From an optimization exercise on the open Yosys and OpenROAD flow, aimed at small area, a short achievable clock period and few clock cycles per item; shortcuts taken in it are not production practice. RTL that was checked went through simulation tests only; none was proved equivalent to the original. Power figures rest on the tool's default switching activity, not on a simulated workload.

==> indigo: inputs <==
==> flow/design.v <==
package bsc_pkg;
	localparam int WORD_BITS = 64;
	localparam int WORD_SH   = 6;
	localparam int MAX_BITS  = 65536;
	localparam int LEN_W = 17;
	localparam int WC_W  = $clog2(MAX_BITS / WORD_BITS + 1);       
	localparam int TC_W  = $clog2(2 * (MAX_BITS / WORD_BITS) + 1);  
	localparam int NB_W  = WORD_SH + 1;
	localparam int CFG_IDX_W = 1;
	localparam logic [CFG_IDX_W-1:0] REG_FIRST_LEN  = CFG_IDX_W'(0);
	localparam logic [CFG_IDX_W-1:0] REG_SECOND_LEN = CFG_IDX_W'(1);
endpackage
module bsc_front (
	input  logic                          clk,
	input  logic                          arst_n,
	input  logic                          cfg_valid,
	output logic                          cfg_ready,
	input  logic [bsc_pkg::CFG_IDX_W-1:0] cfg_index,
	input  logic [bsc_pkg::LEN_W-1:0]     cfg_data,
	input  logic                          take,       
	output logic                          active,     
	output logic                          drop,       
	output logic                          last,       
	output logic [bsc_pkg::WORD_SH-1:0]   nm1         
);
	localparam int WC_W = bsc_pkg::WC_W;
	localparam int TC_W = bsc_pkg::TC_W;
	localparam int SH   = bsc_pkg::WORD_SH;
	logic [WC_W-1:0] w1_q, w2_q, w_new;
	logic [SH-1:0]   m1_q, m2_q, m_new;
	logic [TC_W-1:0] p_q, total, p_inc;
	logic            in_first, seq_end;
	assign cfg_ready = 1'b1;
	always_comb begin
		if (cfg_data[bsc_pkg::LEN_W-1]) begin
			w_new = WC_W'(bsc_pkg::MAX_BITS / bsc_pkg::WORD_BITS);
			m_new = '1;
		end else begin
			w_new = WC_W'(cfg_data[bsc_pkg::LEN_W-2:SH]) + WC_W'(|cfg_data[SH-1:0]);
			m_new = cfg_data[SH-1:0] - SH'(1);
		end
	end
	always_ff @(posedge clk or negedge arst_n) begin
		if (!arst_n) begin
			w1_q <= '0;
			w2_q <= '0;
			m1_q <= '0;
			m2_q <= '0;
		end else if (cfg_valid) begin
			if (cfg_index == bsc_pkg::REG_FIRST_LEN) begin
				w1_q <= w_new;
				m1_q <= m_new;
			end else begin
				w2_q <= w_new;
				m2_q <= m_new;
			end
		end
	end
	always_comb begin
		total    = TC_W'(w1_q) + TC_W'(w2_q);
		p_inc    = p_q + TC_W'(1);
		active   = total != '0;
		drop     = p_q >= total;
		last     = p_inc == total;
		in_first = p_q < TC_W'(w1_q);
		seq_end  = in_first ? (p_inc == TC_W'(w1_q)) : last;
		nm1      = seq_end ? (in_first ? m1_q : m2_q) : '1;
	end
	always_ff @(posedge clk or negedge arst_n) begin
		if (!arst_n) begin
			p_q <= '0;
		end else if (take && active) begin
			p_q <= (drop || last) ? '0 : p_inc;
		end
	end
endmodule
module bsc_back (
	input  logic                          clk,
	input  logic                          arst_n,
	input  logic                          in_valid,
	output logic                          in_stall,
	input  logic [bsc_pkg::WORD_BITS-1:0] in_word,
	input  logic                          active,
	input  logic                          drop,
	input  logic                          last,
	input  logic [bsc_pkg::WORD_SH-1:0]   nm1,
	output logic                          take,
	output logic                          out_valid,
	input  logic                          out_stall,
	output logic [bsc_pkg::WORD_BITS-1:0] out_word,
	output logic                          out_last
);
	localparam int WB = bsc_pkg::WORD_BITS;
	localparam int SH = bsc_pkg::WORD_SH;
	logic [SH-1:0] fill_q;
	logic          flush_q;
	logic [WB-1:0] held_q;
	logic          out_valid_q, out_last_q;
	logic [WB-1:0] out_word_q;
	logic [SH:0]   sum;
	logic          full_w, use_w, beat_w, out_free, beat;
	logic [WB-1:0] rot, lo_fill, lo_keep, merged, out_d;
	logic [SH-1:0] keep_n;
	logic          trim;
	always_comb begin
		rot = (in_word << fill_q) | ((in_word >> 1) >> (~fill_q));
		lo_fill = ~({WB{1'b1}} << fill_q);
		for (int i = 0; i < WB; i++)
			merged[i] = (flush_q || lo_fill[i]) ? held_q[i] : rot[i];
		sum    = {1'b0, fill_q} + {1'b0, nm1} + (SH+1)'(1);
		full_w = sum[SH];
		use_w  = active && !drop;
		beat_w = use_w && (full_w || last);
		out_free = !out_valid_q || !out_stall;
		in_stall = flush_q || (beat_w && !out_free);
		take     = in_valid && !in_stall;
		beat     = flush_q ? out_free : (take && beat_w);
		trim   = flush_q || (last && !full_w);
		keep_n = flush_q ? fill_q : sum[SH-1:0];
		lo_keep = ~({WB{1'b1}} << keep_n);
		out_d  = merged & (trim ? lo_keep : '1);
	end
	always_ff @(posedge clk or negedge arst_n) begin
		if (!arst_n) begin
			fill_q      <= '0;
			flush_q     <= 1'b0;
			out_valid_q <= 1'b0;
		end else begin
			if (out_free)
				out_valid_q <= beat;
			if (flush_q) begin
				if (out_free) begin
					flush_q <= 1'b0;
					fill_q  <= '0;
				end
			end else if (take && active) begin
				if (drop || (last && !(full_w && sum[SH-1:0] != '0))) begin
					fill_q <= '0;
				end else begin
					fill_q <= sum[SH-1:0];
				end
				flush_q <= use_w && last && full_w && (sum[SH-1:0] != '0);
			end
		end
	end
	always_ff @(posedge clk) begin
		if (beat) begin
			out_word_q <= out_d;
			out_last_q <= flush_q || (last && !(full_w && sum[SH-1:0] != '0));
		end
		if (take && use_w)
			held_q <= full_w ? rot : merged;
	end
	assign out_valid = out_valid_q;
	assign out_word  = out_word_q;
	assign out_last  = out_last_q;
endmodule
module bit_sequence_concatenate (
	input  logic                              clk,
	input  logic                              arst_n,
	input  logic                              cfg_valid,
	output logic                              cfg_ready,
	input  logic [bsc_pkg::CFG_IDX_W-1:0]     cfg_index,
	input  logic [bsc_pkg::LEN_W-1:0]         cfg_data,
	input  logic                              in_valid,
	output logic                              in_stall,
	input  logic [bsc_pkg::WORD_BITS-1:0]     in_word,
	output logic                              out_valid,
	input  logic                              out_stall,
	output logic [bsc_pkg::WORD_BITS-1:0]     out_word,
	output logic                              out_last
);
	logic                        take, active, drop, last;
	logic [bsc_pkg::WORD_SH-1:0] nm1;
	bsc_front u_front (
		.clk       (clk),
		.arst_n    (arst_n),
		.cfg_valid (cfg_valid),
		.cfg_ready (cfg_ready),
		.cfg_index (cfg_index),
		.cfg_data  (cfg_data),
		.take      (take),
		.active    (active),
		.drop      (drop),
		.last      (last),
		.nm1       (nm1)
	);
	bsc_back u_back (
		.clk       (clk),
		.arst_n    (arst_n),
		.in_valid  (in_valid),
		.in_stall  (in_stall),
		.in_word   (in_word),
		.active    (active),
		.drop      (drop),
		.last      (last),
		.nm1       (nm1),
		.take      (take),
		.out_valid (out_valid),
		.out_stall (out_stall),
		.out_word  (out_word),
		.out_last  (out_last)
	);
endmodule
==> flow/run.sh <==
#!/bin/bash
# synth_recipe.tcl (not shown) runs the flow's synth.tcl, then flattens the netlist and writes it again
# the make line also repeats each setting of config.mk as NAME=value (left out here)
make -C /OpenROAD-flow-scripts/flow DESIGN_CONFIG=/design/flow/config.mk WORK_HOME=/design/flow/orfs CLKGATE_MAP_FILE= SYNTH_SCRIPT=/design/flow/synth_recipe.tcl finish
==> flow/config.mk <==
export PLATFORM = sky130hd
export DESIGN_NAME = bit_sequence_concatenate
export DESIGN_NICKNAME = bit_sequence_concatenate
export VERILOG_FILES = /design/flow/design.v
export SDC_FILE = /design/flow/constraint.sdc
export NUM_CORES = 4
export LEC_CHECK = 0
export CAP_MARGIN = 20
export CORE_MARGIN = 2
export CORE_UTILIZATION = 40
export SLEW_MARGIN = 20
==> flow/constraint.sdc <==
create_clock -name core_clock -period 7.0 [get_ports {clk}]
set_input_delay 1.4000 -clock core_clock [delete_from_list [all_inputs] [get_ports {clk}]]
set_output_delay 1.4000 -clock core_clock [all_outputs]
set_load 0.01 [all_outputs]
==> maple: changes against indigo <==
--- a/flow/design.v
+++ b/flow/design.v
@@ -20,2 +20,3 @@
 	input  logic                          take,       
+	output logic                          dirty,      
 	output logic                          active,     
@@ -23,3 +24,3 @@
 	output logic                          last,       
-	output logic [bsc_pkg::WORD_SH-1:0]   nm1         
+	output logic [bsc_pkg::WORD_SH-1:0]   nbits       
 );
@@ -28,15 +29,23 @@
 	localparam int SH   = bsc_pkg::WORD_SH;
+	localparam int LW   = bsc_pkg::LEN_W;
 	logic [WC_W-1:0] w1_q, w2_q, w_new;
-	logic [SH-1:0]   m1_q, m2_q, m_new;
-	logic [TC_W-1:0] p_q, total, p_inc;
-	logic            in_first, seq_end;
+	logic [SH-1:0]   k1_q, k2_q, k_new;
+	logic [TC_W-1:0] p_q, p_inc, x, x_inc, total;
+	logic            dirty_q, active_q, drop_q, last_q, first_q, s1end_q;
+	logic            g_drop, g_last, g_first, g_s1end;
+	logic            step, frame_end, next_p0;
+	logic            new_z, new_one, w1_z, w1_one, w2_z, w2_one;
+	logic            c1_z, c1_one, c2_z, c2_one;
 	assign cfg_ready = 1'b1;
 	always_comb begin
-		if (cfg_data[bsc_pkg::LEN_W-1]) begin
+		if (cfg_data[LW-1]) begin
 			w_new = WC_W'(bsc_pkg::MAX_BITS / bsc_pkg::WORD_BITS);
-			m_new = '1;
+			k_new = '0;
 		end else begin
-			w_new = WC_W'(cfg_data[bsc_pkg::LEN_W-2:SH]) + WC_W'(|cfg_data[SH-1:0]);
-			m_new = cfg_data[SH-1:0] - SH'(1);
-		end
+			w_new = WC_W'(cfg_data[LW-2:SH]) + WC_W'(|cfg_data[SH-1:0]);
+			k_new = cfg_data[SH-1:0];
+		end
+		new_z   = cfg_data == '0;
+		new_one = (cfg_data[LW-1:SH+1] == '0) &&
+			(cfg_data[SH] ? (cfg_data[SH-1:0] == '0) : (cfg_data[SH-1:0] != '0));
 	end
@@ -46,4 +55,4 @@
 			w2_q <= '0;
-			m1_q <= '0;
-			m2_q <= '0;
+			k1_q <= '0;
+			k2_q <= '0;
 		end else if (cfg_valid) begin
@@ -51,6 +60,6 @@
 				w1_q <= w_new;
-				m1_q <= m_new;
+				k1_q <= k_new;
 			end else begin
 				w2_q <= w_new;
-				m2_q <= m_new;
+				k2_q <= k_new;
 			end
@@ -59,10 +68,21 @@
 	always_comb begin
-		total    = TC_W'(w1_q) + TC_W'(w2_q);
-		p_inc    = p_q + TC_W'(1);
-		active   = total != '0;
-		drop     = p_q >= total;
-		last     = p_inc == total;
-		in_first = p_q < TC_W'(w1_q);
-		seq_end  = in_first ? (p_inc == TC_W'(w1_q)) : last;
-		nm1      = seq_end ? (in_first ? m1_q : m2_q) : '1;
+		total  = TC_W'(w1_q) + TC_W'(w2_q);
+		p_inc  = p_q + TC_W'(1);
+		x       = dirty_q ? p_q : p_inc;
+		x_inc   = x + TC_W'(1);
+		g_drop  = x >= total;
+		g_last  = x_inc == total;
+		g_first = x < TC_W'(w1_q);
+		g_s1end = x_inc == TC_W'(w1_q);
+		w1_z   = w1_q == '0;
+		w1_one = w1_q == WC_W'(1);
+		w2_z   = w2_q == '0;
+		w2_one = w2_q == WC_W'(1);
+		c1_z   = (cfg_valid && cfg_index == bsc_pkg::REG_FIRST_LEN)  ? new_z   : w1_z;
+		c1_one = (cfg_valid && cfg_index == bsc_pkg::REG_FIRST_LEN)  ? new_one : w1_one;
+		c2_z   = (cfg_valid && cfg_index == bsc_pkg::REG_SECOND_LEN) ? new_z   : w2_z;
+		c2_one = (cfg_valid && cfg_index == bsc_pkg::REG_SECOND_LEN) ? new_one : w2_one;
+		frame_end = drop_q || last_q;
+		step      = take && active_q;
+		next_p0   = step ? frame_end : (p_q == '0);
 	end
@@ -70,7 +90,39 @@
 		if (!arst_n) begin
-			p_q <= '0;
-		end else if (take && active) begin
-			p_q <= (drop || last) ? '0 : p_inc;
-		end
-	end
+			p_q      <= '0;
+			dirty_q  <= 1'b0;
+			active_q <= 1'b0;
+			drop_q   <= 1'b0;
+			last_q   <= 1'b0;
+			first_q  <= 1'b0;
+			s1end_q  <= 1'b0;
+		end else begin
+			if (step)
+				p_q <= frame_end ? '0 : p_inc;
+			if (cfg_valid) begin
+				dirty_q <= !next_p0;
+				active_q <= !(c1_z && c2_z);
+				drop_q   <= c1_z && c2_z;
+				last_q   <= (c1_one && c2_z) || (c1_z && c2_one);
+				first_q  <= !c1_z;
+				s1end_q  <= c1_one;
+			end else if (dirty_q || (step && !frame_end)) begin
+				dirty_q  <= 1'b0;
+				active_q <= total != '0;
+				drop_q   <= g_drop;
+				last_q   <= g_last;
+				first_q  <= g_first;
+				s1end_q  <= g_s1end;
+			end else if (step) begin
+				drop_q  <= w1_z && w2_z;
+				last_q  <= (w1_one && w2_z) || (w1_z && w2_one);
+				first_q <= !w1_z;
+				s1end_q <= w1_one;
+			end
+		end
+	end
+	assign dirty  = dirty_q;
+	assign active = active_q;
+	assign drop   = drop_q;
+	assign last   = last_q;
+	assign nbits  = (first_q && s1end_q) ? k1_q : ((!first_q && last_q) ? k2_q : '0);
 endmodule
@@ -82,2 +134,3 @@
 	input  logic [bsc_pkg::WORD_BITS-1:0] in_word,
+	input  logic                          dirty,
 	input  logic                          active,
@@ -85,3 +138,3 @@
 	input  logic                          last,
-	input  logic [bsc_pkg::WORD_SH-1:0]   nm1,
+	input  logic [bsc_pkg::WORD_SH-1:0]   nbits,      
 	output logic                          take,
@@ -101,4 +154,3 @@
 	logic          full_w, use_w, beat_w, out_free, beat;
-	logic [WB-1:0] rot, lo_fill, lo_keep, merged, out_d;
-	logic [SH-1:0] keep_n;
+	logic [WB-1:0] rot, lo_fill, lo_keep, out_d;
 	logic          trim;
@@ -107,6 +159,4 @@
 		lo_fill = ~({WB{1'b1}} << fill_q);
-		for (int i = 0; i < WB; i++)
-			merged[i] = (flush_q || lo_fill[i]) ? held_q[i] : rot[i];
-		sum    = {1'b0, fill_q} + {1'b0, nm1} + (SH+1)'(1);
-		full_w = sum[SH];
+		sum    = {1'b0, fill_q} + {1'b0, nbits};
+		full_w = sum[SH] || (nbits == '0);
 		use_w  = active && !drop;
@@ -114,9 +164,10 @@
 		out_free = !out_valid_q || !out_stall;
-		in_stall = flush_q || (beat_w && !out_free);
+		in_stall = dirty || flush_q || !out_free;
 		take     = in_valid && !in_stall;
 		beat     = flush_q ? out_free : (take && beat_w);
-		trim   = flush_q || (last && !full_w);
-		keep_n = flush_q ? fill_q : sum[SH-1:0];
-		lo_keep = ~({WB{1'b1}} << keep_n);
-		out_d  = merged & (trim ? lo_keep : '1);
+		trim    = last && !full_w;
+		lo_keep = ~({WB{1'b1}} << sum[SH-1:0]);
+		for (int i = 0; i < WB; i++)
+			out_d[i] = (lo_fill[i] && held_q[i]) ||
+				(!lo_fill[i] && !flush_q && (!trim || lo_keep[i]) && rot[i]);
 	end
@@ -150,4 +201,5 @@
 		end
-		if (take && use_w)
-			held_q <= full_w ? rot : merged;
+		for (int i = 0; i < WB; i++)
+			if (take && use_w && (full_w || !lo_fill[i]))
+				held_q[i] <= rot[i];
 	end
@@ -172,4 +224,4 @@
 );
-	logic                        take, active, drop, last;
-	logic [bsc_pkg::WORD_SH-1:0] nm1;
+	logic                        take, dirty, active, drop, last;
+	logic [bsc_pkg::WORD_SH-1:0] nbits;
 	bsc_front u_front (
@@ -182,2 +234,3 @@
 		.take      (take),
+		.dirty     (dirty),
 		.active    (active),
@@ -185,3 +238,3 @@
 		.last      (last),
-		.nm1       (nm1)
+		.nbits     (nbits)
 	);
@@ -193,2 +246,3 @@
 		.in_word   (in_word),
+		.dirty     (dirty),
 		.active    (active),
@@ -196,3 +250,3 @@
 		.last      (last),
-		.nm1       (nm1),
+		.nbits     (nbits),
 		.take      (take),
==> flow/flow/run.sh (new file) <==
#!/bin/bash
# The standard layout, with the port buffers made of the smallest plain
# buffer (sky130_fd_sc_hd__buf_1) instead of the cell buffer_ports picks.
# Every input and output port still gets its own buffer; repair_design and
# repair_timing may resize them as usual. make's full output goes to
# flow_make.log in this folder.
set -euo pipefail
export BUFFER_PORTS_ARGS="-buffer_cell sky130_fd_sc_hd__buf_1"
bash standard.sh > flow_make.log 2>&1
==> flow/standard.sh (new file) <==
#!/bin/bash
# synth_recipe.tcl (not shown) runs the flow's synth.tcl, then flattens the netlist and writes it again
# the make line also repeats each setting of config.mk as NAME=value (left out here)
make -C /OpenROAD-flow-scripts/flow DESIGN_CONFIG=/design/flow/config.mk WORK_HOME=/design/flow/orfs CLKGATE_MAP_FILE= SYNTH_SCRIPT=/design/flow/synth_recipe.tcl "${@:-finish}"
CORE_UTILIZATION = 50   (was 40)
SETUP_SLACK_MARGIN = 3.75   (was default)
removed: flow/run.sh
==> delta: changes against indigo <==
--- a/flow/design.v
+++ b/flow/design.v
@@ -20,2 +20,3 @@
 	input  logic                          take,       
+	output logic                          dirty,      
 	output logic                          active,     
@@ -28,9 +29,13 @@
 	localparam int SH   = bsc_pkg::WORD_SH;
+	localparam int LW   = bsc_pkg::LEN_W;
 	logic [WC_W-1:0] w1_q, w2_q, w_new;
 	logic [SH-1:0]   m1_q, m2_q, m_new;
-	logic [TC_W-1:0] p_q, total, p_inc;
-	logic            in_first, seq_end;
+	logic [TC_W-1:0] p_q, p_inc, p_inc2, total;
+	logic            dirty_q, active_q, drop_q, last_q, first_q, s1end_q;
+	logic            step, frame_end, next_p0;
+	logic            new_z, new_one, w1_z, w1_one, w2_z, w2_one;
+	logic            c1_z, c1_one, c2_z, c2_one;
 	assign cfg_ready = 1'b1;
 	always_comb begin
-		if (cfg_data[bsc_pkg::LEN_W-1]) begin
+		if (cfg_data[LW-1]) begin
 			w_new = WC_W'(bsc_pkg::MAX_BITS / bsc_pkg::WORD_BITS);
@@ -38,5 +43,8 @@
 		end else begin
-			w_new = WC_W'(cfg_data[bsc_pkg::LEN_W-2:SH]) + WC_W'(|cfg_data[SH-1:0]);
+			w_new = WC_W'(cfg_data[LW-2:SH]) + WC_W'(|cfg_data[SH-1:0]);
 			m_new = cfg_data[SH-1:0] - SH'(1);
 		end
+		new_z   = cfg_data == '0;
+		new_one = (cfg_data[LW-1:SH+1] == '0) &&
+			(cfg_data[SH] ? (cfg_data[SH-1:0] == '0) : (cfg_data[SH-1:0] != '0));
 	end
@@ -59,10 +67,16 @@
 	always_comb begin
-		total    = TC_W'(w1_q) + TC_W'(w2_q);
-		p_inc    = p_q + TC_W'(1);
-		active   = total != '0;
-		drop     = p_q >= total;
-		last     = p_inc == total;
-		in_first = p_q < TC_W'(w1_q);
-		seq_end  = in_first ? (p_inc == TC_W'(w1_q)) : last;
-		nm1      = seq_end ? (in_first ? m1_q : m2_q) : '1;
+		total  = TC_W'(w1_q) + TC_W'(w2_q);
+		p_inc  = p_q + TC_W'(1);
+		p_inc2 = p_q + TC_W'(2);
+		w1_z   = w1_q == '0;
+		w1_one = w1_q == WC_W'(1);
+		w2_z   = w2_q == '0;
+		w2_one = w2_q == WC_W'(1);
+		c1_z   = (cfg_valid && cfg_index == bsc_pkg::REG_FIRST_LEN)  ? new_z   : w1_z;
+		c1_one = (cfg_valid && cfg_index == bsc_pkg::REG_FIRST_LEN)  ? new_one : w1_one;
+		c2_z   = (cfg_valid && cfg_index == bsc_pkg::REG_SECOND_LEN) ? new_z   : w2_z;
+		c2_one = (cfg_valid && cfg_index == bsc_pkg::REG_SECOND_LEN) ? new_one : w2_one;
+		frame_end = drop_q || last_q;
+		step      = take && active_q;
+		next_p0   = step ? frame_end : (p_q == '0);
 	end
@@ -70,7 +84,46 @@
 		if (!arst_n) begin
-			p_q <= '0;
-		end else if (take && active) begin
-			p_q <= (drop || last) ? '0 : p_inc;
-		end
-	end
+			p_q      <= '0;
+			dirty_q  <= 1'b0;
+			active_q <= 1'b0;
+			drop_q   <= 1'b0;
+			last_q   <= 1'b0;
+			first_q  <= 1'b0;
+			s1end_q  <= 1'b0;
+		end else begin
+			if (step)
+				p_q <= frame_end ? '0 : p_inc;
+			if (cfg_valid) begin
+				dirty_q <= !next_p0;
+				active_q <= !(c1_z && c2_z);
+				drop_q   <= c1_z && c2_z;
+				last_q   <= (c1_one && c2_z) || (c1_z && c2_one);
+				first_q  <= !c1_z;
+				s1end_q  <= c1_one;
+			end else if (dirty_q) begin
+				dirty_q  <= 1'b0;
+				active_q <= total != '0;
+				drop_q   <= p_q >= total;
+				last_q   <= p_inc == total;
+				first_q  <= p_q < TC_W'(w1_q);
+				s1end_q  <= p_inc == TC_W'(w1_q);
+			end else if (step) begin
+				if (frame_end) begin
+					drop_q  <= w1_z && w2_z;
+					last_q  <= (w1_one && w2_z) || (w1_z && w2_one);
+					first_q <= !w1_z;
+					s1end_q <= w1_one;
+				end else begin
+					drop_q  <= 1'b0;
+					last_q  <= p_inc2 == total;
+					first_q <= first_q && !s1end_q;
+					s1end_q <= p_inc2 == TC_W'(w1_q);
+				end
+			end
+		end
+	end
+	assign dirty  = dirty_q;
+	assign active = active_q;
+	assign drop   = drop_q;
+	assign last   = last_q;
+	assign nm1    = (first_q && s1end_q) ? m1_q : ((!first_q && last_q) ? m2_q : '1);
 endmodule
@@ -82,2 +135,3 @@
 	input  logic [bsc_pkg::WORD_BITS-1:0] in_word,
+	input  logic                          dirty,
 	input  logic                          active,
@@ -114,3 +168,3 @@
 		out_free = !out_valid_q || !out_stall;
-		in_stall = flush_q || (beat_w && !out_free);
+		in_stall = dirty || flush_q || !out_free;
 		take     = in_valid && !in_stall;
@@ -150,4 +204,5 @@
 		end
-		if (take && use_w)
-			held_q <= full_w ? rot : merged;
+		for (int i = 0; i < WB; i++)
+			if (take && use_w && (full_w || !lo_fill[i]))
+				held_q[i] <= rot[i];
 	end
@@ -172,3 +227,3 @@
 );
-	logic                        take, active, drop, last;
+	logic                        take, dirty, active, drop, last;
 	logic [bsc_pkg::WORD_SH-1:0] nm1;
@@ -182,2 +237,3 @@
 		.take      (take),
+		.dirty     (dirty),
 		.active    (active),
@@ -193,2 +249,3 @@
 		.in_word   (in_word),
+		.dirty     (dirty),
 		.active    (active),
CORE_UTILIZATION = 60   (was 40)
SETUP_SLACK_MARGIN = 3.6   (was default)
==> notes.md <==
| item | indigo | maple | delta |
|---|---|---|---|
| Post-layout util | 47.3% | 59.8% | 71.7% |
| Effective utilization at floorplan | 40.2% | 51.1% | 60.8% |
| Number of clock buffers in the layout | 18 | 17 | 17 |
| Worst min-delay path endpoint | u_front.m1_q[4]$_DFFE_PN0P_ | u_front.k2_q[0]$_DFFE_PN0P_ | u_front.m2_q[5]$_DFFE_PN0P_ |
| Global-route wire length before repair | 77.0 mm | 81.7 mm | 83.1 mm |
| F_max | 149 MHz | 300 MHz | 289 MHz |
| Actual slew at the worst max-slew pin | 1.03 ns | 1.01 ns | 1.17 ns |
| Clock power share | 9.5% | 10.5% | 9.3% |
| Cell area after placement | 17500 um2 | 16500 um2 | 17900 um2 |
| Gr usage total | 24.6% | 32.6% | 38.3% |
| Fraction of area in non-clock buffers | 10.1% | 7.33% | 9.69% |
| Outcome | complete, no violations | complete, no violations | complete, no violations |
| Number of instances in the synthesized netlist | 1628 | 1758 | 1765 |
| Final critical path time including I/O delays and setup | 6.69 ns | 3.34 ns | 3.47 ns |
Testbench counts of maple, summed over its fixed seeds: cycles 41,851, items 32,328.
Testbench counts of delta, summed over its fixed seeds: cycles 41,851, items 32,328.
For indigo, only the layout was checked, not whether the RTL still works.

[re-timing with driven ports]
The flow's constraints put no driver on any port. The routed layouts listed below were extracted and timed again, unchanged, in two steps. Step 1 (the two cells are an assumption about what drives the block):
set clk [get_ports {clk}]
set_driving_cell -lib_cell sky130_fd_sc_hd__clkbuf_16 $clk
set_driving_cell -lib_cell sky130_fd_sc_hd__buf_2 [delete_from_list [all_inputs] $clk]
Step 2, shift: input delay + t, output delay - t, t = (earliest + latest rising clock arrival at the registers) / 2. This alone moves slack from input paths to output paths. a / b / c = no drivers / after step 1 / after step 2; a / b = the first two.
| run | t (ns) | setup slack, ns | worst hold slack (ns) |
|---|---|---|---|
| indigo | 0.502 | 0.306 / 0.260 / 0.761 | 0.487 / 0.487 / 0.487 |
| maple | 0.514 | 3.662 / 3.593 / 3.170 | 0.500 / 0.500 / 0.500 |
| delta | 0.496 | 3.535 / 3.562 / 3.066 | 0.485 / 0.485 / 0.485 |
After both steps setup and hold are still met in every run listed. The setup slack of maple, which loses most, moves by -0.069 ns with the drivers and by -0.492 ns with both steps.
